Source: an optimization exercise on an open RTL-to-GDS flow (aim: small area). Production flows keep margins and buffers that such runs may drop.
Only simulation tests tie the RTL to the original design; equivalence was not proved.
Power is estimated from default activity; no workload was simulated.

==> design.v <==
`timescale 1ns/1ps
package des_pkg;
  typedef enum logic [1:0] {IDLE, ROUND, DONE} ctrl_state_e;
  typedef enum logic {MODE_ENC, MODE_DEC} des_mode_e;
  typedef logic [1:64]  block_t;
  typedef logic [1:32]   half_t;
  typedef logic [1:48] subkey_t;
  typedef logic [5-1:0] round_t;
  localparam logic [511:0] IP_TAB_P = {
    256'h3a322a221a120a023c342c241c140c043e362e261e160e064038302820181008,
    256'h39312921191109013b332b231b130b033d352d251d150d053f372f271f170f07};
  function automatic int IP_AT(input int i);
    IP_AT = IP_TAB_P[(64 - i) * 8 +: 8];
  endfunction
  localparam logic [511:0] FP_TAB_P = {
    256'h280830103818402027072f0f37173f1f26062e0e36163e1e25052d0d35153d1d,
    256'h24042c0c34143c1c23032b0b33133b1b22022a0a32123a1a2101290931113919};
  function automatic int FP_AT(input int i);
    FP_AT = FP_TAB_P[(64 - i) * 8 +: 8];
  endfunction
  localparam logic [383:0] E_TAB_P = {
    256'h20010203040504050607080908090a0b0c0d0c0d0e0f10111011121314151415,
    128'h1617181918191a1b1c1d1c1d1e1f2001};
  function automatic int E_AT(input int i);
    E_AT = E_TAB_P[(48 - i) * 8 +: 8];
  endfunction
  localparam logic [255:0] P_TAB_P = {
    256'h100714151d0c1c11010f171a05121f0a0208180e201b0309130d1e06160b0419};
  function automatic int P_AT(input int i);
    P_AT = P_TAB_P[(32 - i) * 8 +: 8];
  endfunction
  localparam logic [447:0] PC1_TAB_P = {
    256'h39312921191109013a322a221a120a023b332b231b130b033c342c243f372f27,
    192'h1f170f073e362e261e160e063d352d251d150d051c140c04};
  function automatic int PC1_AT(input int i);
    PC1_AT = PC1_TAB_P[(56 - i) * 8 +: 8];
  endfunction
  localparam logic [383:0] PC2_TAB_P = {
    256'h0e110b180105031c0f06150a17130c041a0810071b140d0229341f252f371e28,
    128'h332d21302c31273822352e2a32241d20};
  function automatic int PC2_AT(input int i);
    PC2_AT = PC2_TAB_P[(48 - i) * 8 +: 8];
  endfunction
  localparam logic [2047:0] SBOX_TAB_P = {
    256'he4d12fb83a6c59070f74e2d1a6cb953841e8d62bfc973a50fc8249175b3ea06d,
    256'hf18e6b34972dc05a3d47f28ec01a69b50e7ba4d158c6932fd8a13f42b67c05e9,
    256'ha09e63f51dc7b428d709346a285ecbf1d6498f30b12c5ae71ad069874fe3b52c,
    256'h7de3069a1285bc4fd8b56f03472c1ae9a690cb7df13e52843f06a1d8945bc72e,
    256'h2c417ab6853fd0e9eb2c47d150fa3986421bad78f9c5630eb8c71e2d6f09a453,
    256'hc1af92680d34e75baf427c9561de0b389ef528c3704a1db6432c95fabe17608d,
    256'h4b2ef08d3c975a61d0b7491ae35c2f8614bdc37eaf6805926bd814a7950fe23c,
    256'hd2846fb1a93e50c71fd8a374c56b0e927b419ce206adf35821e74a8dfc90356b};
  function automatic logic [3:0] SBOX_AT(input int box, input logic [5:0] idx);
    SBOX_AT = SBOX_TAB_P[(511 - ((box - 1) * 64 + idx)) * 4 +: 4];
  endfunction
  localparam logic [31:0] SHIFT_TAB_P = 32'b01_01_10_10_10_10_10_10_01_10_10_10_10_10_10_01;
  function automatic logic [1:0] SHIFT_AT(input int i);
    SHIFT_AT = SHIFT_TAB_P[(16 - i) * 2 +: 2];
  endfunction
endpackage
module des_sbox_step (k, x, s);
  input logic [2:0] k;
  input logic [5:0] x;
  output logic [3:0] s;
  logic _000_;
  logic _001_;
  logic _002_;
  logic _003_;
  logic _004_;
  logic _005_;
  logic _006_;
  logic _007_;
  logic _008_;
  logic _009_;
  logic _010_;
  logic _011_;
  logic _012_;
  logic _013_;
  logic _014_;
  logic _015_;
  logic _016_;
  logic _017_;
  logic _018_;
  logic _019_;
  logic _020_;
  logic _021_;
  logic _022_;
  logic _023_;
  logic _024_;
  logic _025_;
  logic _026_;
  logic _027_;
  logic _028_;
  logic _029_;
  logic _030_;
  logic _031_;
  logic _032_;
  logic _033_;
  logic _034_;
  logic _035_;
  logic _036_;
  logic _037_;
  logic _038_;
  logic _039_;
  logic _040_;
  logic _041_;
  logic _042_;
  logic _043_;
  logic _044_;
  logic _045_;
  logic _046_;
  logic _047_;
  logic _048_;
  logic _049_;
  logic _050_;
  logic _051_;
  logic _052_;
  logic _053_;
  logic _054_;
  logic _055_;
  logic _056_;
  logic _057_;
  logic _058_;
  logic _059_;
  logic _060_;
  logic _061_;
  logic _062_;
  logic _063_;
  logic _064_;
  logic _065_;
  logic _066_;
  logic _067_;
  logic _068_;
  logic _069_;
  logic _070_;
  logic _071_;
  logic _072_;
  logic _073_;
  logic _074_;
  logic _075_;
  logic _076_;
  logic _077_;
  logic _078_;
  logic _079_;
  logic _080_;
  logic _081_;
  logic _082_;
  logic _083_;
  logic _084_;
  logic _085_;
  logic _086_;
  logic _087_;
  logic _088_;
  logic _089_;
  logic _090_;
  logic _091_;
  logic _092_;
  logic _093_;
  logic _094_;
  logic _095_;
  logic _096_;
  logic _097_;
  logic _098_;
  logic _099_;
  logic _100_;
  logic _101_;
  logic _102_;
  logic _103_;
  logic _104_;
  logic _105_;
  logic _106_;
  logic _107_;
  logic _108_;
  logic _109_;
  logic _110_;
  logic _111_;
  logic _112_;
  logic _113_;
  logic _114_;
  logic _115_;
  logic _116_;
  logic _117_;
  logic _118_;
  logic _119_;
  logic _120_;
  logic _121_;
  logic _122_;
  logic _123_;
  logic _124_;
  logic _125_;
  logic _126_;
  logic _127_;
  logic _128_;
  logic _129_;
  logic _130_;
  logic _131_;
  logic _132_;
  logic _133_;
  logic _134_;
  logic _135_;
  logic _136_;
  logic _137_;
  logic _138_;
  logic _139_;
  logic _140_;
  logic _141_;
  logic _142_;
  logic _143_;
  logic _144_;
  logic _145_;
  logic _146_;
  logic _147_;
  logic _148_;
  logic _149_;
  logic _150_;
  logic _151_;
  logic _152_;
  logic _153_;
  logic _154_;
  logic _155_;
  logic _156_;
  logic _157_;
  logic _158_;
  logic _159_;
  logic _160_;
  logic _161_;
  logic _162_;
  logic _163_;
  logic _164_;
  logic _165_;
  logic _166_;
  logic _167_;
  logic _168_;
  logic _169_;
  logic _170_;
  logic _171_;
  logic _172_;
  logic _173_;
  logic _174_;
  logic _175_;
  logic _176_;
  logic _177_;
  logic _178_;
  logic _179_;
  logic _180_;
  logic _181_;
  logic _182_;
  logic _183_;
  logic _184_;
  logic _185_;
  logic _186_;
  logic _187_;
  logic _188_;
  logic _189_;
  logic _190_;
  logic _191_;
  logic _192_;
  logic _193_;
  logic _194_;
  logic _195_;
  logic _196_;
  logic _197_;
  logic _198_;
  logic _199_;
  logic _200_;
  logic _201_;
  logic _202_;
  logic _203_;
  logic _204_;
  logic _205_;
  logic _206_;
  logic _207_;
  logic _208_;
  logic _209_;
  logic _210_;
  logic _211_;
  logic _212_;
  logic _213_;
  logic _214_;
  logic _215_;
  logic _216_;
  logic _217_;
  logic _218_;
  logic _219_;
  logic _220_;
  logic _221_;
  logic _222_;
  logic _223_;
  logic _224_;
  logic _225_;
  logic _226_;
  logic _227_;
  logic _228_;
  logic _229_;
  logic _230_;
  logic _231_;
  logic _232_;
  logic _233_;
  logic _234_;
  logic _235_;
  logic _236_;
  logic _237_;
  logic _238_;
  logic _239_;
  logic _240_;
  logic _241_;
  logic _242_;
  logic _243_;
  logic _244_;
  logic _245_;
  logic _246_;
  logic _247_;
  logic _248_;
  logic _249_;
  logic _250_;
  logic _251_;
  logic _252_;
  logic _253_;
  logic _254_;
  logic _255_;
  logic _256_;
  logic _257_;
  logic _258_;
  logic _259_;
  logic _260_;
  logic _261_;
  logic _262_;
  logic _263_;
  logic _264_;
  logic _265_;
  logic _266_;
  logic _267_;
  logic _268_;
  logic _269_;
  logic _270_;
  logic _271_;
  logic _272_;
  logic _273_;
  logic _274_;
  logic _275_;
  logic _276_;
  logic _277_;
  logic _278_;
  logic _279_;
  logic _280_;
  logic _281_;
  logic _282_;
  logic _283_;
  logic _284_;
  logic _285_;
  logic _286_;
  logic _287_;
  logic _288_;
  logic _289_;
  logic _290_;
  logic _291_;
  logic _292_;
  logic _293_;
  logic _294_;
  logic _295_;
  logic _296_;
  logic _297_;
  logic _298_;
  logic _299_;
  logic _300_;
  logic _301_;
  logic _302_;
  logic _303_;
  logic _304_;
  logic _305_;
  logic _306_;
  logic _307_;
  logic _308_;
  logic _309_;
  logic _310_;
  logic _311_;
  logic _312_;
  logic _313_;
  logic _314_;
  logic _315_;
  logic _316_;
  logic _317_;
  logic _318_;
  logic _319_;
  logic _320_;
  logic _321_;
  logic _322_;
  logic _323_;
  logic _324_;
  logic _325_;
  logic _326_;
  logic _327_;
  logic _328_;
  logic _329_;
  logic _330_;
  logic _331_;
  logic _332_;
  logic _333_;
  logic _334_;
  logic _335_;
  logic _336_;
  logic _337_;
  logic _338_;
  logic _339_;
  logic _340_;
  logic _341_;
  logic _342_;
  logic _343_;
  logic _344_;
  logic _345_;
  logic _346_;
  logic _347_;
  logic _348_;
  logic _349_;
  logic _350_;
  logic _351_;
  logic _352_;
  logic _353_;
  logic _354_;
  logic _355_;
  logic _356_;
  logic _357_;
  logic _358_;
  logic _359_;
  logic _360_;
  logic _361_;
  logic _362_;
  logic _363_;
  logic _364_;
  logic _365_;
  logic _366_;
  logic _367_;
  logic _368_;
  logic _369_;
  logic _370_;
  logic _371_;
  logic _372_;
  logic _373_;
  logic _374_;
  logic _375_;
  logic _376_;
  logic _377_;
  logic _378_;
  logic _379_;
  logic _380_;
  logic _381_;
  logic _382_;
  logic _383_;
  logic _384_;
  logic _385_;
  logic _386_;
  logic _387_;
  logic _388_;
  logic _389_;
  logic _390_;
  logic _391_;
  logic _392_;
  logic _393_;
  logic _394_;
  logic _395_;
  logic _396_;
  logic _397_;
  logic _398_;
  logic _399_;
  logic _400_;
  logic _401_;
  logic _402_;
  logic _403_;
  logic _404_;
  logic _405_;
  logic _406_;
  logic _407_;
  logic _408_;
  logic _409_;
  logic _410_;
  logic _411_;
  logic _412_;
  logic _413_;
  logic _414_;
  logic _415_;
  logic _416_;
  logic _417_;
  logic _418_;
  logic _419_;
  logic _420_;
  logic _421_;
  logic _422_;
  logic _423_;
  assign _040_ = (~(k[1]));
  assign _051_ = (~(k[2]));
  assign _062_ = (~(x[4]));
  assign _073_ = (~(x[2])&~(x[0]));
  assign _084_ = (~(x[2]));
  assign _095_ = (~(x[0])&~(x[1]));
  assign _106_ = (~(x[0]));
  assign _117_ = (~(x[1]));
  assign _127_ = (~(_106_)&~(_117_));
  assign _138_ = (~(_095_)&~(_127_));
  assign _149_ = (~(_084_)&~(_138_));
  assign _160_ = (~(x[3])&~(_149_));
  assign _171_ = (~(_160_));
  assign _182_ = (~(_073_)&~(_171_));
  assign _193_ = (~(_182_));
  assign _204_ = (~(x[2])&~(_106_));
  assign _215_ = (~(x[3]));
  assign _225_ = (~(_084_)&~(_095_));
  assign _236_ = (~(_215_)&~(_225_));
  assign _247_ = (~(_236_));
  assign _258_ = (~(_204_)&~(_247_));
  assign _269_ = (~(x[2])&~(_117_));
  assign _280_ = (~(_215_)&~(_138_));
  assign _291_ = (~(_280_));
  assign _301_ = (~(_269_)&~(_291_));
  assign _312_ = (~(_258_)&~(_301_));
  assign _323_ = (~(_193_)&~(_062_)) | (~(_312_)&~(_062_));
  assign _334_ = (~(_084_)&~(_106_));
  assign _345_ = (~(_334_));
  assign _356_ = (~(_215_)&~(_345_));
  assign _367_ = (~(x[1])&~(_084_));
  assign _369_ = (~(x[0])&~(_084_));
  assign _370_ = (~(_367_)&~(_369_));
  assign _371_ = (~(x[3])&~(_370_));
  assign _372_ = (~(_371_));
  assign _373_ = (~(x[3])&~(_367_));
  assign _374_ = (~(_369_)&~(_204_));
  assign _375_ = (~(_374_));
  assign _376_ = (~(_375_)) | (~(_373_));
  assign _377_ = (~(_372_)) | (~(_376_));
  assign _378_ = (~(_084_)&~(_095_)) | (~(_377_));
  assign _379_ = (~(_127_));
  assign _380_ = (~(_084_)&~(_215_)) | (~(_117_)&~(_215_));
  assign _381_ = (~(_379_)) | (~(_380_));
  assign _382_ = (~(_378_)) | (~(_062_)) | (~(_381_));
  assign _383_ = (~(_356_)&~(_382_)) | (~(x[5]));
  assign _384_ = (~(k[0]));
  assign _385_ = (~(_095_));
  assign _386_ = (~(_385_)) | (~(_084_));
  assign _387_ = (~(_386_)) | (~(x[3]));
  assign _388_ = (~(_387_)&~(_149_));
  assign _389_ = (~(_367_)&~(_334_));
  assign _390_ = (~(_269_)) | (~(_106_));
  assign _391_ = (~(_389_)) | (~(_390_));
  assign _392_ = (~(_391_));
  assign _393_ = (~(x[3])&~(_392_));
  assign _394_ = (~(_388_)&~(_393_)) | (~(x[4]));
  assign _395_ = (~(x[0])&~(_117_));
  assign _396_ = (~(x[2])&~(_395_)) | (~(_215_));
  assign _397_ = (~(x[1])&~(_106_));
  assign _398_ = (~(_215_)&~(_397_));
  assign _399_ = (~(_369_)&~(_269_));
  assign _400_ = (~(_399_)) | (~(_398_));
  assign _401_ = (~(_400_)&~(x[5])) | (~(_062_)&~(x[5])) | (~(_396_)&~(x[5]));
  assign _402_ = (~(_394_)&~(_384_)) | (~(_401_)&~(_384_));
  assign _403_ = (~(_383_)&~(_323_)) | (~(_402_));
  assign _404_ = (~(_193_)&~(_062_)) | (~(_381_)&~(_062_));
  assign _405_ = (~(_395_));
  assign _406_ = (~(_381_)) | (~(_062_));
  assign _407_ = (~(_373_)&~(_406_)) | (~(_405_)&~(_406_));
  assign _408_ = (~(_407_)&~(_404_)) | (~(x[5]));
  assign _409_ = (~(_149_));
  assign _410_ = (~(_409_)) | (~(_390_));
  assign _411_ = (~(_410_));
  assign _412_ = (~(_138_));
  assign _413_ = (~(_073_)&~(_412_));
  assign _414_ = (~(_413_)&~(_062_)) | (~(x[3])&~(_062_));
  assign _415_ = (~(x[3])&~(_411_)) | (~(_414_));
  assign _416_ = (~(_373_));
  assign _417_ = (~(_269_)&~(_416_));
  assign _418_ = (~(_417_));
  assign _419_ = (~(_418_)) | (~(_062_));
  assign _420_ = (~(_236_)&~(_280_)&~(_419_));
  assign _421_ = (~(x[5])&~(_420_));
  assign _422_ = (~(_421_)&~(k[0])) | (~(_415_)&~(k[0]));
  assign _423_ = (~(_408_)&~(_051_)) | (~(_422_)&~(_051_));
  assign _000_ = (~(x[5]));
  assign _001_ = (~(_399_)) | (~(_215_));
  assign _002_ = (~(_312_)&~(_062_)) | (~(_001_)&~(_062_));
  assign _003_ = (~(_127_)&~(_386_));
  assign _004_ = (~(_334_)&~(_003_));
  assign _005_ = (~(x[3])&~(_004_));
  assign _006_ = (~(x[4])&~(_005_));
  assign _007_ = (~(_312_)&~(_002_)) | (~(_006_)&~(_002_));
  assign _008_ = (~(_367_)&~(_269_));
  assign _009_ = (~(_008_));
  assign _010_ = (~(_380_));
  assign _011_ = (~(_084_)&~(_379_));
  assign _012_ = (~(_010_)&~(_011_));
  assign _013_ = (~(x[3])&~(_117_));
  assign _014_ = (~(_013_)&~(_399_));
  assign _015_ = (~(_014_));
  assign _016_ = (~(_015_)) | (~(_001_));
  assign _017_ = (~(_016_)) | (~(_062_));
  assign _018_ = (~(_062_)&~(_009_)&~(_012_)) | (~(_000_)) | (~(_017_));
  assign _019_ = (~(_000_)&~(_007_)) | (~(_384_)) | (~(_018_));
  assign _020_ = (~(_398_));
  assign _021_ = (~(_020_)&~(_391_)) | (~(_193_));
  assign _022_ = (~(_073_)&~(_416_));
  assign _023_ = (~(_370_));
  assign _024_ = (~(x[2])&~(_138_));
  assign _025_ = (~(_023_)&~(_024_));
  assign _026_ = (~(_215_)&~(_025_));
  assign _027_ = (~(_022_)&~(_026_)) | (~(_062_));
  assign _028_ = (~(_062_)&~(_280_)&~(_021_)) | (~(x[5])) | (~(_027_));
  assign _029_ = (~(_376_)) | (~(_062_));
  assign _030_ = (~(_215_)&~(_369_));
  assign _031_ = (~(_030_));
  assign _032_ = (~(_031_)&~(_412_));
  assign _033_ = (~(_062_)&~(_032_));
  assign _034_ = (~(_033_)&~(x[5])) | (~(_396_)&~(x[5]));
  assign _035_ = (~(_026_)&~(_029_)) | (~(_034_));
  assign _036_ = (~(_028_)) | (~(k[0])) | (~(_035_));
  assign _037_ = (~(_036_)&~(_403_)) | (~(_036_)&~(_423_)) | (~(_051_)&~(_403_)) | (~(_019_)&~(_403_)) | (~(_051_)&~(_423_)) | (~(_019_)&~(_423_));
  assign _038_ = (~(_127_)&~(_386_)) | (~(_030_));
  assign _039_ = (~(_020_)&~(_009_));
  assign _041_ = (~(x[4])&~(_039_));
  assign _042_ = (~(_041_)) | (~(_038_));
  assign _043_ = (~(_371_)&~(_042_));
  assign _044_ = (~(_084_)&~(_397_));
  assign _045_ = (~(_044_));
  assign _046_ = (~(_008_)&~(_062_)) | (~(x[3])&~(_062_));
  assign _047_ = (~(_046_));
  assign _048_ = (~(x[2])&~(_127_));
  assign _049_ = (~(_062_)&~(_048_));
  assign _050_ = (~(_049_));
  assign _052_ = (~(x[3])&~(_095_));
  assign _053_ = (~(_375_)) | (~(x[3]));
  assign _054_ = (~(_127_)&~(_053_));
  assign _055_ = (~(_045_)&~(_047_)&~(_054_)) | (~(_045_)&~(_050_)&~(_054_)) | (~(_052_)&~(_047_)&~(_054_)) | (~(_052_)&~(_050_)&~(_054_));
  assign _056_ = (~(_003_)&~(_149_));
  assign _057_ = (~(_215_)&~(_056_));
  assign _058_ = (~(_062_)&~(_417_));
  assign _059_ = (~(_058_));
  assign _060_ = (~(_052_));
  assign _061_ = (~(_060_)&~(_023_));
  assign _063_ = (~(_061_));
  assign _064_ = (~(_204_));
  assign _065_ = (~(x[1])&~(_215_));
  assign _066_ = (~(_064_)&~(x[4])) | (~(_065_)&~(x[4]));
  assign _067_ = (~(_063_)&~(x[5])) | (~(_066_)&~(x[5]));
  assign _068_ = (~(_149_)&~(_057_)&~(_059_)) | (~(_067_));
  assign _069_ = (~(_000_)&~(_055_)&~(_043_)) | (~(_384_)) | (~(_068_));
  assign _070_ = (~(x[3])&~(_003_));
  assign _071_ = (~(_024_));
  assign _072_ = (~(_071_)) | (~(x[3]));
  assign _074_ = (~(_225_)&~(_072_)) | (~(_062_));
  assign _075_ = (~(_400_)) | (~(_385_));
  assign _076_ = (~(_075_)&~(_377_)) | (~(x[4]));
  assign _077_ = (~(_070_)&~(_074_)) | (~(_076_));
  assign _078_ = (~(x[3])&~(_048_));
  assign _079_ = (~(_078_));
  assign _080_ = (~(_011_)&~(_079_));
  assign _081_ = (~(_215_)&~(_392_));
  assign _082_ = (~(x[4])&~(_081_)&~(_080_));
  assign _083_ = (~(_013_));
  assign _085_ = (~(_060_)&~(_011_));
  assign _086_ = (~(_149_)&~(_085_)) | (~(_083_)&~(_085_));
  assign _087_ = (~(_062_)&~(_086_));
  assign _088_ = (~(_087_)&~(_082_)) | (~(_000_));
  assign _089_ = (~(_000_)&~(_077_)) | (~(k[0])) | (~(_088_));
  assign _090_ = (~(_069_)) | (~(_089_)) | (~(_051_));
  assign _091_ = (~(_062_)&~(_081_));
  assign _092_ = (~(x[3])&~(_367_)&~(_138_)) | (~(_091_));
  assign _093_ = (~(_367_));
  assign _094_ = (~(_138_)&~(_215_)) | (~(_093_)&~(_215_));
  assign _096_ = (~(_083_)&~(_374_));
  assign _097_ = (~(_096_)&~(_094_)) | (~(_062_));
  assign _098_ = (~(_004_)) | (~(x[3]));
  assign _099_ = (~(_193_)) | (~(x[4])) | (~(_098_));
  assign _100_ = (~(_409_)) | (~(_070_));
  assign _101_ = (~(_030_)&~(x[4])) | (~(_064_)&~(x[4]));
  assign _102_ = (~(_100_)) | (~(_101_));
  assign _103_ = (~(_099_)&~(k[0])) | (~(_102_)&~(k[0]));
  assign _104_ = (~(k[0])&~(x[5])&~(_103_)) | (~(_092_)&~(x[5])&~(_103_)) | (~(_097_)&~(x[5])&~(_103_));
  assign _105_ = (~(x[1])&~(_374_));
  assign _107_ = (~(_044_)&~(_105_)) | (~(_215_));
  assign _108_ = (~(x[4])&~(_057_));
  assign _109_ = (~(_108_)) | (~(_107_));
  assign _110_ = (~(x[4])&~(_091_)) | (~(x[4])&~(_416_)) | (~(_105_)&~(_091_)) | (~(_105_)&~(_416_));
  assign _111_ = (~(_334_)&~(_060_));
  assign _112_ = (~(x[3])&~(_111_)) | (~(_108_));
  assign _113_ = (~(_071_)&~(_215_)) | (~(_093_)&~(_215_));
  assign _114_ = (~(_113_));
  assign _115_ = (~(_062_)&~(_111_));
  assign _116_ = (~(_114_)&~(k[0])) | (~(_115_)&~(k[0]));
  assign _118_ = (~(_110_)&~(_116_)) | (~(_110_)&~(_112_)) | (~(_109_)&~(_116_)) | (~(k[0])&~(_116_)) | (~(_109_)&~(_112_)) | (~(k[0])&~(_112_));
  assign _119_ = (~(_000_)&~(_118_)) | (~(k[2]));
  assign _120_ = (~(_119_)&~(_104_)) | (~(_040_)) | (~(_090_));
  assign s[2] = (~(_040_)&~(_037_)) | (~(_120_));
  assign _121_ = (~(_054_));
  assign _122_ = (~(_062_)&~(_022_));
  assign _123_ = (~(_121_)) | (~(_418_)) | (~(_122_));
  assign _124_ = ((x[4])&(x[5])&(_123_)) | ((_039_)&(x[5])&(_123_)) | ((_420_)&(x[5])&(_123_));
  assign _125_ = (~(_374_)&~(_042_)) | (~(_160_)&~(_042_));
  assign _126_ = (~(_011_));
  assign _128_ = (~(_105_));
  assign _129_ = (~(_128_)&~(_215_)) | (~(_126_)&~(_215_));
  assign _130_ = (~(_129_));
  assign _131_ = (~(_128_)) | (~(_126_)) | (~(_215_));
  assign _132_ = (~(x[4])&~(_125_)) | (~(_130_)&~(_125_)) | (~(_131_)&~(_125_));
  assign _133_ = (~(x[5])&~(_132_)) | (~(_384_));
  assign _134_ = (~(_204_)&~(_171_)) | (~(_038_));
  assign _135_ = ((_062_)&~(_134_)) | (~(_062_)&(_134_));
  assign _136_ = (~(_413_)&~(_062_)&~(_371_)&~(_081_)) | (~(_215_)&~(_062_)&~(_371_)&~(_081_));
  assign _137_ = (~(_269_)&~(_149_));
  assign _139_ = (~(_215_)&~(_137_));
  assign _140_ = (~(_139_));
  assign _141_ = (~(_269_));
  assign _142_ = (~(_160_)) | (~(_141_));
  assign _143_ = (~(_140_)) | (~(_142_));
  assign _144_ = (~(_143_));
  assign _145_ = (~(x[4])&~(_144_)) | (~(x[5]));
  assign _146_ = (~(_136_)&~(_145_)) | (~(x[5])&~(_135_));
  assign _147_ = (~(_146_)&~(_040_)) | (~(k[0])&~(_040_));
  assign _148_ = (~(_124_)&~(_133_)) | (~(_147_));
  assign _150_ = (~(_411_)) | (~(_030_));
  assign _151_ = (~(_150_)&~(x[4])) | (~(_131_)&~(x[4]));
  assign _152_ = (~(_225_)&~(_024_));
  assign _153_ = (~(x[1])&~(_152_)) | (~(x[3])&~(_152_));
  assign _154_ = (~(_062_)&~(_032_)&~(_153_));
  assign _155_ = (~(_101_));
  assign _156_ = (~(_117_)&~(_064_));
  assign _157_ = (~(_060_)&~(_156_));
  assign _158_ = (~(_280_)&~(_157_));
  assign _159_ = (~(_129_)&~(_059_)) | (~(_155_)&~(_158_)) | (~(_384_));
  assign _161_ = (~(_384_)&~(_154_)&~(_151_)) | (~(x[5])) | (~(_159_));
  assign _162_ = (~(_070_));
  assign _163_ = (~(_044_)&~(_162_));
  assign _164_ = (~(_236_)&~(_163_));
  assign _165_ = (~(x[4])&~(_164_));
  assign _166_ = (~(_291_)) | (~(x[4])) | (~(_247_));
  assign _167_ = (~(_385_)&~(_166_)) | (~(_371_)&~(_166_));
  assign _168_ = (~(_167_)&~(_165_)) | (~(k[0]));
  assign _169_ = (~(_397_));
  assign _170_ = (~(x[4])&~(_032_));
  assign _172_ = (~(_170_));
  assign _173_ = (~(_169_)&~(_172_)) | (~(_008_)&~(_172_)) | (~(_015_)&~(_172_));
  assign _174_ = (~(x[1])&~(_053_)) | (~(x[4]));
  assign _175_ = (~(_160_)&~(_174_));
  assign _176_ = (~(_175_)&~(_173_)) | (~(_384_));
  assign _177_ = (~(_168_)) | (~(_000_)) | (~(_176_));
  assign _178_ = (~(_161_)) | (~(_177_)) | (~(_040_));
  assign _179_ = (~(_062_)&~(_026_));
  assign _180_ = (~(_179_)) | (~(_142_));
  assign _181_ = (~(_215_)&~(_172_)) | (~(_412_)&~(_172_));
  assign _183_ = (~(_181_));
  assign _184_ = (~(_008_)) | (~(_062_));
  assign _185_ = (~(_062_)&~(_158_)) | (~(_356_)&~(_184_));
  assign _186_ = (~(x[5])&~(_185_)) | (~(k[0]));
  assign _187_ = (~(x[5])&~(_186_)) | (~(_180_)&~(_186_)) | (~(_183_)&~(_186_));
  assign _188_ = (~(_204_)&~(_171_)) | (~(_010_)&~(_395_));
  assign _189_ = (~(x[4])&~(_043_)) | (~(_188_)&~(_043_));
  assign _190_ = (~(_107_)) | (~(_062_)) | (~(_053_));
  assign _191_ = (~(_062_)&~(_039_));
  assign _192_ = (~(_016_)) | (~(_045_));
  assign _194_ = (~(_192_)) | (~(_191_));
  assign _195_ = (~(_194_)&~(_000_)) | (~(_190_)&~(_000_));
  assign _196_ = (~(_189_)&~(k[0])&~(_195_)) | (~(_000_)&~(k[0])&~(_195_));
  assign _197_ = (~(_187_)&~(_196_)) | (~(k[1]));
  assign _198_ = (~(_060_)&~(_375_));
  assign _199_ = (~(_198_)&~(_057_));
  assign _200_ = (~(_386_)) | (~(_215_));
  assign _201_ = (~(_369_)&~(_200_)) | (~(_062_));
  assign _202_ = (~(_062_)&~(_199_)) | (~(_139_)&~(_201_)) | (~(x[5]));
  assign _203_ = (~(_215_)&~(_410_));
  assign _205_ = (~(x[4])&~(_203_));
  assign _206_ = (~(x[3])&~(_056_)) | (~(_205_));
  assign _207_ = (~(_379_)&~(_062_)) | (~(_052_)&~(_062_));
  assign _208_ = (~(_207_));
  assign _209_ = (~(_301_)&~(_208_)) | (~(_000_)) | (~(_206_));
  assign _210_ = (~(_209_)) | (~(k[0])) | (~(_202_));
  assign _211_ = (~(_152_)) | (~(_215_));
  assign _212_ = (~(_211_));
  assign _213_ = (~(_156_)&~(_031_));
  assign _214_ = (~(_334_)&~(_079_));
  assign _216_ = (~(_213_)&~(_214_)) | (~(_062_));
  assign _217_ = (~(_062_)&~(_213_)&~(_212_)) | (~(x[5])) | (~(_216_));
  assign _218_ = (~(_215_)&~(_073_));
  assign _219_ = (~(_218_)) | (~(x[1]));
  assign _220_ = (~(_200_)) | (~(x[4])) | (~(_219_));
  assign _221_ = (~(x[4])&~(_269_)&~(_065_)) | (~(_000_)) | (~(_220_));
  assign _222_ = (~(_217_)&~(k[1])) | (~(_384_)&~(k[1])) | (~(_221_)&~(k[1]));
  assign _223_ = (~(_210_)&~(_051_)) | (~(_222_)&~(_051_));
  assign s[1] = (~(_148_)&~(_197_)) | (~(_148_)&~(_223_)) | (~(_051_)&~(_197_)) | (~(_178_)&~(_197_)) | (~(_051_)&~(_223_)) | (~(_178_)&~(_223_));
  assign _224_ = (~(_215_)&~(_008_));
  assign _226_ = (~(_224_)&~(_212_)) | (~(_062_));
  assign _227_ = (~(_226_));
  assign _228_ = (~(_062_)&~(_003_)&~(_301_));
  assign _229_ = (~(_228_)&~(_227_)) | (~(x[5]));
  assign _230_ = (~(_138_)&~(x[3])) | (~(_093_)&~(x[3]));
  assign _231_ = (~(_230_));
  assign _232_ = (~(_010_)&~(_075_)) | (~(_231_));
  assign _233_ = (~(_232_)&~(x[5])) | (~(x[4])&~(x[5]));
  assign _234_ = (~(_226_)&~(k[0])) | (~(_233_)&~(k[0]));
  assign _235_ = (~(_229_)) | (~(_234_));
  assign _237_ = (~(_100_)) | (~(_046_));
  assign _238_ = (~(_301_)&~(_237_));
  assign _239_ = (~(_238_)&~(_181_)) | (~(_000_));
  assign _240_ = (~(_367_)&~(_156_));
  assign _241_ = (~(_240_)&~(_062_)) | (~(_215_)&~(_062_));
  assign _242_ = (~(_241_));
  assign _243_ = (~(_079_)) | (~(_062_));
  assign _244_ = (~(_129_)&~(_242_)) | (~(_388_)&~(_243_)) | (~(x[5]));
  assign _245_ = (~(_239_)) | (~(k[0])) | (~(_244_));
  assign _246_ = (~(_235_)) | (~(k[1])) | (~(_245_));
  assign _248_ = (~(x[3])&~(_413_));
  assign _249_ = (~(_123_)&~(_248_)) | (~(_047_)&~(_248_));
  assign _250_ = (~(_093_)&~(x[4])&~(_182_)) | (~(_398_)&~(x[4])&~(_182_));
  assign _251_ = (~(_152_)&~(_200_)) | (~(_179_));
  assign _252_ = (~(_379_)&~(_061_)) | (~(_224_)&~(_061_));
  assign _253_ = (~(_252_));
  assign _254_ = (~(x[4])&~(_253_)) | (~(_000_)) | (~(_251_));
  assign _255_ = (~(_000_)&~(_250_)&~(_249_)) | (~(k[0])) | (~(_254_));
  assign _256_ = (~(_215_)&~(_166_)) | (~(_413_)&~(_166_));
  assign _257_ = (~(_015_)&~(x[4])) | (~(_169_)&~(x[4]));
  assign _259_ = (~(x[4])&~(_012_));
  assign _260_ = (~(_160_)) | (~(_405_));
  assign _261_ = (~(_259_)) | (~(_260_));
  assign _262_ = (~(x[3])&~(_137_));
  assign _263_ = (~(_062_)&~(_388_)&~(_262_)) | (~(_000_)) | (~(_261_));
  assign _264_ = (~(_000_)&~(_257_)&~(_256_)) | (~(_384_)) | (~(_263_));
  assign _265_ = (~(_255_)&~(_051_)) | (~(_040_)&~(_051_)) | (~(_264_)&~(_051_));
  assign _266_ = (~(_389_));
  assign _267_ = (~(x[3])&~(_242_)) | (~(_266_)&~(_242_));
  assign _268_ = (~(_048_)&~(_011_)) | (~(_083_));
  assign _270_ = (~(_268_)) | (~(_062_));
  assign _271_ = (~(_214_)&~(_270_)) | (~(_009_)&~(_270_));
  assign _272_ = (~(_020_)&~(_391_));
  assign _273_ = (~(_375_)&~(_171_)) | (~(_181_));
  assign _274_ = (~(_062_)&~(_272_)&~(_080_)) | (~(_000_)) | (~(_273_));
  assign _275_ = (~(_000_)&~(_267_)&~(_271_)) | (~(k[0])) | (~(_274_));
  assign _276_ = (~(_117_)&~(_143_)) | (~(_066_));
  assign _277_ = (~(_100_)&~(_000_)) | (~(_046_)&~(_000_)) | (~(_219_)&~(_000_));
  assign _278_ = (~(x[2])&~(_127_)) | (~(_160_));
  assign _279_ = (~(_278_)&~(x[4])) | (~(_387_)&~(x[4]));
  assign _281_ = (~(_381_)&~(_279_)) | (~(_122_)&~(_279_));
  assign _282_ = (~(_000_)&~(_276_)) | (~(_000_)&~(_277_)) | (~(_281_)&~(_276_)) | (~(_281_)&~(_277_));
  assign _283_ = (~(_282_)) | (~(_384_));
  assign _284_ = (~(_283_)) | (~(_275_)) | (~(_040_));
  assign _285_ = (~(_006_)) | (~(_045_)) | (~(_128_));
  assign _286_ = (~(_057_)) | (~(x[4]));
  assign _287_ = (~(_285_)&~(_000_)) | (~(_286_)&~(_000_)) | (~(_100_)&~(_000_));
  assign _288_ = (~(_062_)&~(_262_)&~(_203_));
  assign _289_ = (~(_149_)&~(_419_)) | (~(_000_));
  assign _290_ = (~(_289_)&~(_288_)) | (~(k[0]));
  assign _292_ = (~(_376_)&~(_021_)) | (~(_376_)&~(_062_)) | (~(_091_)&~(_021_)) | (~(_091_)&~(_062_));
  assign _293_ = (~(_292_)) | (~(x[5]));
  assign _294_ = (~(x[1])&~(_198_)) | (~(_218_)&~(_198_));
  assign _295_ = (~(_294_)&~(x[5])) | (~(_191_)&~(x[5]));
  assign _296_ = (~(x[4])&~(_199_)) | (~(_295_));
  assign _297_ = (~(_293_)&~(_040_)) | (~(_384_)&~(_040_)) | (~(_296_)&~(_040_));
  assign _298_ = (~(_287_)&~(_290_)) | (~(_297_));
  assign s[0] = (~(_298_)&~(_246_)) | (~(_298_)&~(_265_)) | (~(_051_)&~(_246_)) | (~(_284_)&~(_246_)) | (~(_051_)&~(_265_)) | (~(_284_)&~(_265_));
  assign _299_ = (~(_157_));
  assign _300_ = (~(_000_)&~(_248_));
  assign _302_ = (~(_000_)&~(_300_)) | (~(_299_)&~(_300_));
  assign _303_ = (~(x[3])&~(_062_)&~(_302_)) | (~(_025_)&~(_062_)&~(_302_));
  assign _304_ = (~(x[4])&~(_000_)&~(_272_)&~(_377_));
  assign _305_ = (~(x[5])&~(_054_)&~(_158_)&~(_172_));
  assign _306_ = (~(_384_)&~(_304_)&~(_305_)&~(_303_));
  assign _307_ = (~(_266_)&~(_162_));
  assign _308_ = (~(_138_)&~(_144_)) | (~(_299_));
  assign _309_ = (~(x[4])&~(_308_)) | (~(_047_)&~(_307_));
  assign _310_ = (~(_374_)&~(_083_)) | (~(_072_));
  assign _311_ = (~(_378_)&~(x[4])) | (~(_378_)&~(_310_)) | (~(_259_)&~(x[4])) | (~(_259_)&~(_310_));
  assign _313_ = (~(_000_)&~(_311_)) | (~(_384_));
  assign _314_ = (~(_309_)&~(_313_)) | (~(_000_)&~(_313_));
  assign _315_ = (~(_306_)&~(_314_)) | (~(_040_));
  assign _316_ = (~(_058_)&~(_122_)) | (~(_114_));
  assign _317_ = (~(_065_)&~(_155_)&~(_307_)) | (~(_000_)) | (~(_316_));
  assign _318_ = (~(x[3])&~(_141_)) | (~(_108_));
  assign _319_ = (~(_121_)&~(_000_)) | (~(_033_)&~(_000_)) | (~(_231_)&~(_000_));
  assign _320_ = (~(_319_)&~(_384_)) | (~(_318_)&~(_384_));
  assign _321_ = (~(_157_)&~(_258_));
  assign _322_ = (~(_370_)) | (~(_062_));
  assign _324_ = (~(_321_)&~(x[5])) | (~(_322_)&~(x[5]));
  assign _325_ = (~(_321_)&~(_322_)) | (~(_324_));
  assign _326_ = (~(_215_)&~(_367_)&~(_156_)) | (~(_062_));
  assign _327_ = (~(_326_)&~(_163_)) | (~(_208_)&~(_113_));
  assign _328_ = (~(_327_)&~(k[0])) | (~(x[5])&~(k[0]));
  assign _329_ = (~(_328_)&~(_320_)&~(_040_)) | (~(_328_)&~(_317_)&~(_040_)) | (~(_325_)&~(_320_)&~(_040_)) | (~(_325_)&~(_317_)&~(_040_));
  assign _330_ = (~(k[2])&~(_329_));
  assign _331_ = (~(_098_));
  assign _332_ = (~(_005_)&~(_331_)) | (~(_062_));
  assign _333_ = (~(_056_)) | (~(x[3]));
  assign _335_ = (~(_333_)) | (~(_058_));
  assign _336_ = (~(_332_)) | (~(_000_)) | (~(_335_));
  assign _337_ = (~(_280_)&~(_085_)) | (~(_345_)&~(_085_));
  assign _338_ = (~(_337_)&~(_000_)) | (~(_050_)&~(_000_));
  assign _339_ = (~(_050_)&~(_337_)) | (~(_338_));
  assign _340_ = (~(_336_)) | (~(_384_)) | (~(_339_));
  assign _341_ = (~(x[3])&~(_025_));
  assign _342_ = (~(x[4])&~(_057_)&~(_341_));
  assign _343_ = (~(_062_)&~(_253_)) | (~(x[5]));
  assign _344_ = (~(_006_)) | (~(_333_));
  assign _346_ = (~(_062_)&~(_272_)&~(_341_)) | (~(_000_)) | (~(_344_));
  assign _347_ = (~(_342_)&~(_343_)) | (~(k[0])) | (~(_346_));
  assign _348_ = (~(_347_)) | (~(k[1])) | (~(_340_));
  assign _349_ = (~(_371_)&~(_011_)&~(_174_));
  assign _350_ = (~(_334_)&~(_020_)) | (~(_260_));
  assign _351_ = (~(x[4])&~(_350_)) | (~(_000_));
  assign _352_ = (~(_373_)&~(x[4])&~(_113_)) | (~(_071_)&~(x[4])&~(_113_));
  assign _353_ = (~(_215_)&~(_240_));
  assign _354_ = (~(_353_));
  assign _355_ = (~(_354_)&~(_062_)) | (~(_396_)&~(_062_));
  assign _357_ = (~(_000_)&~(_352_)&~(_355_)) | (~(_349_)&~(_351_));
  assign _358_ = (~(_357_)) | (~(k[0]));
  assign _359_ = (~(_230_)&~(_074_));
  assign _360_ = (~(_241_)&~(_359_)) | (~(_354_)&~(_359_));
  assign _361_ = (~(_191_)) | (~(_372_)) | (~(_376_));
  assign _362_ = (~(_375_)&~(_412_)) | (~(_291_));
  assign _363_ = (~(x[4])&~(_362_)) | (~(_361_));
  assign _364_ = (~(_363_)&~(k[0])) | (~(x[5])&~(k[0]));
  assign _365_ = (~(x[5])&~(_360_)) | (~(_364_));
  assign _366_ = (~(_358_)) | (~(_365_));
  assign _368_ = (~(_366_)&~(_051_)) | (~(_040_)&~(_051_));
  assign s[3] = (~(_348_)&~(_315_)) | (~(_348_)&~(_330_)) | (~(_368_)&~(_315_)) | (~(_368_)&~(_330_));
endmodule
`timescale 1ns/1ps
module des_core (
  input  logic            clk,
  input  logic            rst,
  input  logic            start,
  input  logic            decrypt,
  input  des_pkg::block_t block_in,
  input  des_pkg::block_t key_in,
  output logic            busy,
  output logic            done,
  output des_pkg::block_t block_out
);
  logic [63:0] d_q;       
  localparam logic [1:56] KINV = {28{2'b10}};
  logic [1:56] cd_q;      
  logic [1:56] cd;        
  logic [1:56] cd_nx;
  logic        xc_q, xd_q;
  logic [7:0]  cnt_q;     
  logic [4:0]  rnd_q;     
  logic        dec_q;
  logic [5:0]  x_q;       
  logic        load, step, last, bmode, sh0, sh1, apply;
  logic [7:0]  th;
  logic [2:0]  k;
  logic [5:0]  e_bits, k_bits;
  logic [3:0]  s;
  logic [63:0] d_ld;
  logic [1:56] cd_ld;
  assign load = start & ~busy;
  assign step = (cnt_q[7:3] == 5'b11000);
  assign k    = cnt_q[2:0];
  assign last = step & (k == 3'd7);
  assign sh0 = dec_q & (rnd_q[3:0] == 4'd0);
  assign sh1 = (rnd_q[3:0] == 4'd1) | (rnd_q[3:0] == 4'd8) | (rnd_q[3:0] == 4'd15) |
               (~dec_q & (rnd_q[3:0] == 4'd0));
  always_comb begin
    if (!dec_q) th = sh1 ? 8'd105 : 8'd134;
    else if (sh0) th = 8'd76;
    else th = sh1 ? 8'd47 : 8'd18;
  end
  assign bmode = ~(cnt_q[7] & cnt_q[6]) & (cnt_q >= th);
  always_comb begin
    case (k)
      3'd0: begin e_bits = {d_q[36], d_q[35], d_q[42], d_q[46], d_q[56], d_q[51]};
             k_bits = {cd[14], cd[17], cd[11], cd[24], cd[1], cd[5]}; end
      3'd1: begin e_bits = {d_q[36], d_q[52], d_q[42], d_q[1], d_q[56], d_q[51]};
             k_bits = {cd[29], cd[39], cd[50], cd[44], cd[32], cd[47]}; end
      3'd2: begin e_bits = {d_q[52], d_q[7], d_q[42], d_q[1], d_q[45], d_q[51]};
             k_bits = {cd[21], cd[17], cd[10], cd[2], cd[24], cd[6]}; end
      3'd3: begin e_bits = {d_q[52], d_q[7], d_q[3], d_q[10], d_q[48], d_q[47]};
             k_bits = {cd[43], cd[39], cd[47], cd[33], cd[54], cd[29]}; end
      3'd4: begin e_bits = {d_q[6], d_q[12], d_q[57], d_q[10], d_q[48], d_q[0]};
             k_bits = {cd[37], cd[48], cd[55], cd[33], cd[43], cd[51]}; end
      3'd5: begin e_bits = {d_q[12], d_q[7], d_q[9], d_q[59], d_q[0], d_q[19]};
             k_bits = {cd[26], cd[23], cd[10], cd[1], cd[16], cd[5]}; end
      3'd6: begin e_bits = {d_q[12], d_q[7], d_q[57], d_q[10], d_q[0], d_q[19]};
             k_bits = {cd[38], cd[43], cd[33], cd[50], cd[56], cd[47]}; end
      3'd7: begin e_bits = {d_q[1], d_q[7], d_q[9], d_q[13], d_q[18], d_q[24]};
             k_bits = {cd[9], cd[28], cd[20], cd[13], cd[6], cd[23]}; end
      default: begin e_bits = 6'd0; k_bits = 6'd0; end
    endcase
  end
  assign apply = (step & (k != 3'd0)) | (cnt_q == 8'd0);
  des_sbox_step u_sbox (.k(k), .x(x_q), .s(s));
  assign d_ld = {block_in[59], block_in[15], block_in[13], block_in[61], block_in[31], block_in[45], block_in[43], block_in[33], block_in[23], block_in[3], block_in[17], block_in[5], block_in[25], block_in[47], block_in[11], block_in[29], block_in[63], block_in[41], block_in[19], block_in[1], block_in[27], block_in[49], block_in[53], block_in[39], block_in[9], block_in[21], block_in[35], block_in[7], block_in[57], block_in[51], block_in[55], block_in[37], block_in[60], block_in[16], block_in[14], block_in[62], block_in[32], block_in[46], block_in[44], block_in[34], block_in[24], block_in[4], block_in[18], block_in[6], block_in[26], block_in[48], block_in[12], block_in[30], block_in[64], block_in[42], block_in[20], block_in[2], block_in[28], block_in[50], block_in[54], block_in[40], block_in[10], block_in[22], block_in[36], block_in[8], block_in[58], block_in[52], block_in[56], block_in[38]};
  assign cd_ld = {key_in[57], key_in[49], key_in[41], key_in[33], key_in[25], key_in[17], key_in[9], key_in[1], key_in[58], key_in[50], key_in[42], key_in[34], key_in[26], key_in[18], key_in[10], key_in[2], key_in[59], key_in[51], key_in[43], key_in[35], key_in[27], key_in[19], key_in[11], key_in[3], key_in[60], key_in[52], key_in[44], key_in[36], key_in[63], key_in[55], key_in[47], key_in[39], key_in[31], key_in[23], key_in[15], key_in[7], key_in[62], key_in[54], key_in[46], key_in[38], key_in[30], key_in[22], key_in[14], key_in[6], key_in[61], key_in[53], key_in[45], key_in[37], key_in[29], key_in[21], key_in[13], key_in[5], key_in[28], key_in[20], key_in[12], key_in[4]};
  assign cd    = cd_q ^ KINV;
  assign cd_nx = {cd[2:28], bmode ? ~xc_q : cd[1], cd[30:56], bmode ? ~xd_q : cd[29]};
  always_ff @(posedge clk) begin
    xc_q <= cd_q[1];
    xd_q <= cd_q[29];
    if (load) begin
      d_q  <= d_ld;
      cd_q <= cd_ld ^ KINV;
    end else begin
      d_q  <= {d_q[59:0], d_q[63:60]} ^ {24'd0, s & {4{apply}}, 36'd0};
      cd_q <= cd_nx ^ KINV;
    end
  end
  always_ff @(posedge clk) begin
    x_q <= e_bits ^ k_bits;
  end
  always_ff @(posedge clk) begin
    if (load) begin
      cnt_q <= 8'd48;
      rnd_q <= '0;
      dec_q <= decrypt;
    end else begin
      cnt_q <= last ? 8'd0 : cnt_q + 8'd1;
      if (last) rnd_q <= rnd_q + 5'd1;
    end
  end
  always_ff @(posedge clk) begin
    if (rst) begin
      busy <= 1'b0;
      done <= 1'b0;
    end else begin
      done <= busy & rnd_q[4];
      if (load) busy <= 1'b1;
      else if (rnd_q[4]) busy <= 1'b0;
    end
  end
  assign block_out = {d_q[16], d_q[48], d_q[26], d_q[58], d_q[24], d_q[56], d_q[8], d_q[40], d_q[11], d_q[43], d_q[21], d_q[53], d_q[33], d_q[1], d_q[34], d_q[2], d_q[25], d_q[57], d_q[17], d_q[49], d_q[10], d_q[42], d_q[27], d_q[59], d_q[23], d_q[55], d_q[15], d_q[47], d_q[20], d_q[52], d_q[31], d_q[63], d_q[28], d_q[60], d_q[9], d_q[41], d_q[4], d_q[36], d_q[12], d_q[44], d_q[18], d_q[50], d_q[29], d_q[61], d_q[30], d_q[62], d_q[22], d_q[54], d_q[14], d_q[46], d_q[6], d_q[38], d_q[13], d_q[45], d_q[5], d_q[37], d_q[7], d_q[39], d_q[35], d_q[3], d_q[32], d_q[0], d_q[19], d_q[51]};
endmodule
==> flow/run.sh <==
#!/bin/bash
# Layout flow: the standard synthesis (standard.sh synth), then the
# logic between the flip-flops re-mapped by ABC for area (the flip-flops
# are kept as they are), then the rest of the standard ORFS flow, with
# port buffers of the smallest buffer cell.  Each tool logs to its own file.
set -euo pipefail
F=$PWD
R=$F/orfs/results/$FLOW_PLATFORM/des_core/base
LIB=$FLOW_HOME/platforms/$FLOW_PLATFORM/lib/sky130_fd_sc_hd__tt_025C_1v80.lib
DONTUSE=""
for c in $(sed -n '/^export DONT_USE_CELLS/,/^$/p' $FLOW_HOME/platforms/$FLOW_PLATFORM/config.mk | tr -d '\\' | grep -o 'sky130_fd_sc_hd__[A-Za-z0-9_]*'); do
  DONTUSE="$DONTUSE -dont_use $c"
done
bash standard.sh synth > std_synth.log 2>&1
cp $R/1_2_yosys.v std_netlist.v
python3 flow/mkcomb.py $LIB > comb_cells.v 2> mkcomb.log
# three ABC runs with different random seeds, in parallel; keep the smallest
for s in 1 2 3; do
  mkdir -p rs$s
  sed -e "s#&deepsyn -T 90#\&deepsyn -T 90 -S $s#" flow/area.abc > rs$s/area.abc
  sed -e "s#@LIB@#$LIB#g" -e "s#@TOP@#$FLOW_TOP#g" -e "s#@ABCSCRIPT@#$F/rs$s/area.abc#g" \
      -e "s#@DONTUSE@#$DONTUSE#g" -e "s#std_netlist.v#$F/std_netlist.v#" -e "s#comb_cells.v#$F/comb_cells.v#" \
      -e "s#new_netlist.v#$F/rs$s/new_netlist.v#" flow/resynth.ys.in > rs$s/resynth.ys
  (cd rs$s && yosys -s resynth.ys > resynth.log 2>&1) &
done
wait
best=$(for s in 1 2 3; do a=$(grep 'Chip area' rs$s/resynth.log | awk '{print $NF}' || true); [ -n "$a" ] && [ -s rs$s/new_netlist.v ] && echo "$a $s"; done | sort -g | head -n 1 | awk '{print $2}')
echo "smallest: run $best" > pick.log
cp rs$best/new_netlist.v new_netlist.v
python3 flow/checkregs.py std_netlist.v new_netlist.v > checkregs.log 2>&1
cp new_netlist.v $R/1_2_yosys.v
rm -f $R/1_synth.odb $R/1_synth.sdc
bash standard.sh "BUFFER_PORTS_ARGS=-buffer_cell sky130_fd_sc_hd__buf_1" \
  "CTS_ARGS=-sink_clustering_enable -repair_clock_nets -dont_use_dummy_load -buf_list sky130_fd_sc_hd__clkbuf_8 -root_buf sky130_fd_sc_hd__clkbuf_8 -sink_clustering_size 20" \
  finish > std_finish.log 2>&1
==> flow/area.abc <==
strash
&get -n
&deepsyn -T 90
&put
dch -f
map -a
strash
dch -f
map -a
==> flow/checkregs.py <==
#!/usr/bin/env python3
# Compare the flip-flop instances (name, cell type) of two netlists.
import re, sys
def regs(path):
    src = open(path).read()
    r = {}
    for m in re.finditer(r'^\s*(sky130_fd_sc_hd__\w*df\w*)\s+(\\\S+|\w+)\s*\(', src, re.M):
        r[m.group(2)] = m.group(1)
    return r
a, b = regs(sys.argv[1]), regs(sys.argv[2])
print("registers:", len(a), len(b))
if a != b:
    for k in sorted(set(a) | set(b)):
        if a.get(k) != b.get(k): print("differ:", k, a.get(k), b.get(k))
    sys.exit(1)
print("same registers")
==> flow/mkcomb.py <==
#!/usr/bin/env python3
# Write a Yosys techmap library giving each combinational sky130hd cell its
# liberty function, so the standard netlist's logic can be re-optimised while
# its flip-flop instances stay as they are.
import re, sys
lib = open(sys.argv[1]).read()
cells = re.split(r'\n\s*cell\s*\(\s*"?', lib)[1:]
out = []
for c in cells:
    name = re.match(r'(\w+)', c).group(1)
    if re.search(r'\b(ff|latch|statetable)\s*\(', c):
        continue
    pins = re.findall(r'pin\s*\(\s*"?(\w+)"?\s*\)\s*\{(.*?)\n\s{8}\}', c, re.S)
    ins, outs = [], []
    for pn, body in pins:
        d = re.search(r'direction\s*:\s*"?(\w+)', body)
        if not d: continue
        if d.group(1) == 'input': ins.append(pn)
        elif d.group(1) == 'output':
            f = re.search(r'function\s*:\s*"([^"]*)"', body)
            if not f: break
            outs.append((pn, f.group(1)))
    else:
        if not outs: continue
        def conv(f):
            f = f.replace('!', '~').replace('+', '|').replace('*', '&')
            f = re.sub(r'(?<=[\w\)])\s+(?=[\w~\(])', ' & ', f)
            f = re.sub(r"\b1\b", "1'b1", f) if f.strip() in ('1',) else f
            f = re.sub(r"^\s*0\s*$", "1'b0", f)
            return f
        ports = ins + [o for o, _ in outs]
        out.append("module %s(%s);" % (name, ", ".join(ports)))
        for i in ins: out.append("  input %s;" % i)
        for o, f in outs:
            out.append("  output %s;" % o)
            out.append("  assign %s = %s;" % (o, conv(f)))
        out.append("endmodule")
print("\n".join(out))
==> flow/resynth.ys.in <==
# Re-map the combinational logic of the standard synthesis for area.
# Flip-flops stay the same instances (names, cell types); only the logic
# between them is rebuilt.
read_liberty -lib @LIB@
read_verilog std_netlist.v
hierarchy -top @TOP@
techmap -map comb_cells.v
opt -purge
techmap
opt -fast -purge
abc -liberty @LIB@ -script @ABCSCRIPT@ @DONTUSE@
setundef -zero
hilomap -singleton -hicell sky130_fd_sc_hd__conb_1 HI -locell sky130_fd_sc_hd__conb_1 LO
splitnets
opt_clean -purge
insbuf -buf sky130_fd_sc_hd__buf_4 A X
check -assert
stat -liberty @LIB@
write_verilog -noattr -noexpr -nohex -nodec new_netlist.v
==> standard.sh <==
#!/bin/bash
# synth_recipe.tcl (not shown) runs the flow's synth.tcl, then flattens the netlist and writes it again
# the make line also repeats each setting of config.mk as NAME=value (left out here)
make -C /OpenROAD-flow-scripts/flow DESIGN_CONFIG=/design/flow/config.mk WORK_HOME=/design/flow/orfs CLKGATE_MAP_FILE= SYNTH_SCRIPT=/design/flow/synth_recipe.tcl "${@:-finish}"
==> config.mk <==
export PLATFORM = sky130hd
export DESIGN_NAME = des_core
export DESIGN_NICKNAME = des_core
export VERILOG_FILES = /design/flow/design.v
export SDC_FILE = /design/flow/constraint.sdc
export NUM_CORES = 4
export LEC_CHECK = 0
export ABC_AREA = 1
export CAP_MARGIN = 20
export CORE_MARGIN = 2
export CORE_UTILIZATION = 55
export GPL_TIMING_DRIVEN = 0
export SLEW_MARGIN = 20
==> constraint.sdc <==
create_clock -name core_clock -period 5.5 [get_ports {clk}]
set_input_delay 1.1000 -clock core_clock [delete_from_list [all_inputs] [get_ports {clk}]]
set_output_delay 1.1000 -clock core_clock [all_outputs]
set_load 0.01 [all_outputs]
==> notes.md <==
clock-pin slew on the worst setup and hold paths=0.08 ns; HPWL after detailed placement=21300 um; H-tree levels=4; Clk Latency, worst-skew pair=0.45 ns; Period minus WS final=4.71 ns; Final ANT Viol Nets=0; post-route cell area=8360 um^2; TritonCTS clock tree=yes; Max Clk Rate=212 MHz; clock group share of total power=0.125; first-pass GRT wire length=44200 um; DR DRC count=0; WP data required=5.83 ns; internal power=2.22 mW; hold buffers post-CTS=0; area grow syn2layout=17.3%; I/O Buffers=189; drt pass-1 iters=6; fraction of layout cells with a size suffix above 1=0.0201; vias=8685; critical path arrival=5.04 ns; FILL cells=1093; Sw Share=0.539; startpoint types=register; sw power=2.60 mW; Routed WL=29000 um; Core Area=12600 um^2; DR iter-0 viols=1303; Worst VDD drop=0.326 mV; PD cells=578 nW/um^2; Max Cap Viol=0; largest net degree at the start of global routing=131; relative max-transition margin=0.333; Area after DPL=8120 um^2; Sequential Power Share=0.296; routability congestion estimate=1.13; unrepaired setup endpoints after global routing=false; Bufs on Longest Clock Path=2; Vert. Die Dim=118 um; Leak Pwr=3.37 nW; DR WL/cell=20.4 um; kind of critical path=register to register; Std-Cell Rows=41; Setup TNS Final=0 ns; CP endpoint kind=register; Clock Sink Count=144; initial antenna violation count=0; GRT Util Overall=0.411; number of global-route vias before repair=8233; crit-path max FO=25; Post-Syn Instances=1038; setup repair bufs after CTS=0; Hold Fails Final Rpt=0; Final Net Count=1380; Post-Syn Nets=1170; final period utilization=0.856; die area=13900 um^2; Comb power frac=0.579; status=finished clean; CTS resizes=0; yosys warns=1; vias per inst=6.12; Worst Max-Slew Pin Slew=0.999 ns; grt total ovfl=0; Die Wd=118 um; Hold/Removal Path Class=register to register; ANT cells=0; average size of a mapped cell=6.86 um^2; Starting Density=0.564; Final Max Tran Viols=0; Clock Skew=0.0220 ns; final setup fails=0; total CTS buffers=17; Post-Syn Area=7120 um^2; CTS Root Cell=clkbuf_8; IO Pins=198
## final timing paths
check               start  endpoint  slack, ns  depth (start not counted)
setup / recovery   x_q[3]   d_q[37]       0.79                         14
hold / removal    cd_q[3]   cd_q[2]       0.39                          1
setup reg to reg   x_q[3]   d_q[37]       0.79                         14
hold reg to reg   cd_q[3]   cd_q[2]       0.39                          1
## power groups by stage
stage                     clock (mW)  combinational (mW)  sequential (mW)
after floorplan                    0                1.64             1.40
after global placement             0                2.62             1.46
after detailed placement           0                2.58             1.43
after CTS                      0.600                2.60             1.41
after global routing           0.639                2.95             1.44
final                          0.605                2.80             1.43
## routing by layer
| layer | global-route usage | part of all wire | up-vias |
|---|---|---|---|
| li1 | - | - | 3951 |
| met1 | 0.486 | 0.36 | 3948 |
| met2 | 0.677 | 0.47 | 632 |
| met3 | 0.112 | 0.11 | 154 |
| met4 | 0.224 | 0.055 | 0 |
| met5 | 0 | 0 | - |
## sequential cells by signal, indices dropped and copies added, names as in the netlist
| signal | cells |
|---|---|
| dec_q | 1 |
| done | 1 |
| xc_q | 1 |
| cd_q | 56 |
| cnt_q | 8 |
| x_q | 6 |
| busy | 1 |
| rnd_q | 5 |
| xd_q | 1 |
| d_q | 64 |
## worst max-delay path: stages, from the launching register on
cell	delay (ns)
dfxtp_1	0.97
clkinv_1	0.88
nor2_1	0.51
clkinv_1	0.15
nor2_1	0.45
clkinv_1	0.24
nand2_1	0.13
a21oi_1	0.08
nor2_1	0.09
a21oi_1	0.07
o2111ai_1	0.24
o311ai_0	0.32
a31o_2	0.32
nand3_1	0.06
nand2_1	0.05
## layout make-up
cell class | count | area (um^2) | area share
multi-input combinational | 779 | 3810 | 0.457
sequential | 144 | 2890 | 0.346
timing repair buffer | 191 | 764 | 0.0915
inverter | 115 | 433 | 0.0518
clock buffer | 17 | 234 | 0.0280
tap | 172 | 215 | 0.0258
## cells in the final DEF (no fill, tap or decap), types with 6 or more instances in the layout
master	instances
o311ai_0	6
buf_1	189
nor3_1	27
xor2_1	6
a22oi_1	12
o2111ai_1	9
nand4_1	12
o22ai_1	13
clkinv_1	114
o221ai_1	12
nand2_1	228
nor2_1	194
dfxtp_1	142
a21oi_1	102
mux2i_1	23
o211ai_1	9
clkbuf_8	17
o21ai_0	58
nand3_1	32
## stage by stage
| step | power (mW) | worst slack, ns | cells | util | hold slack, ns |
|---|---|---|---|---|---|
| 4_1_cts | 4.61 | 1.10 | 1418 | 0.662 | 0.395 |
| 6_report | 4.83 | 0.790 | 1418 | 0.662 | 0.393 |
| 2_1_floorplan | 3.04 | 0.511 | 1038 | - | 0.338 |
| 5_1_grt | 5.03 | 0.648 | 1418 | 0.662 | 0.406 |
| 3_3_place_gp | 4.08 | -0.870 | 1399 | 0.638 | 0.343 |
| 3_5_place_dp | 4.02 | 1.09 | 1401 | 0.644 | 0.352 |

separate check: timing with driven ports:
The flow's constraints put no driver on any port. The routed layout listed below was extracted and timed again, unchanged, in two steps. Step 1 sets driving cells, clkbuf_16 on the clock port and buf_2 on the other inputs (assumed; they add their load-dependent delay and slew). Step 2 moves the port delays by t, midway between the first and last clock arrival at a register: inputs arrive t later, outputs are due t later. That takes back most of the time a late clock gives input paths. Slacks: ideal ports / drivers / drivers and shift; pairs: ideal ports / drivers.
t (ns): 0.473
slack for setup (ns): 0.790 / 0.790 / 0.790
worst setup path after step 2: register to register
worst register clock-pin slew, ns: 0.08 / 0.08
cell pins on the clock port's net: 1
After both steps this run still meets setup and hold. For this run, drivers alone change the setup slack by 0.000 ns; drivers and shift together by 0.000 ns.
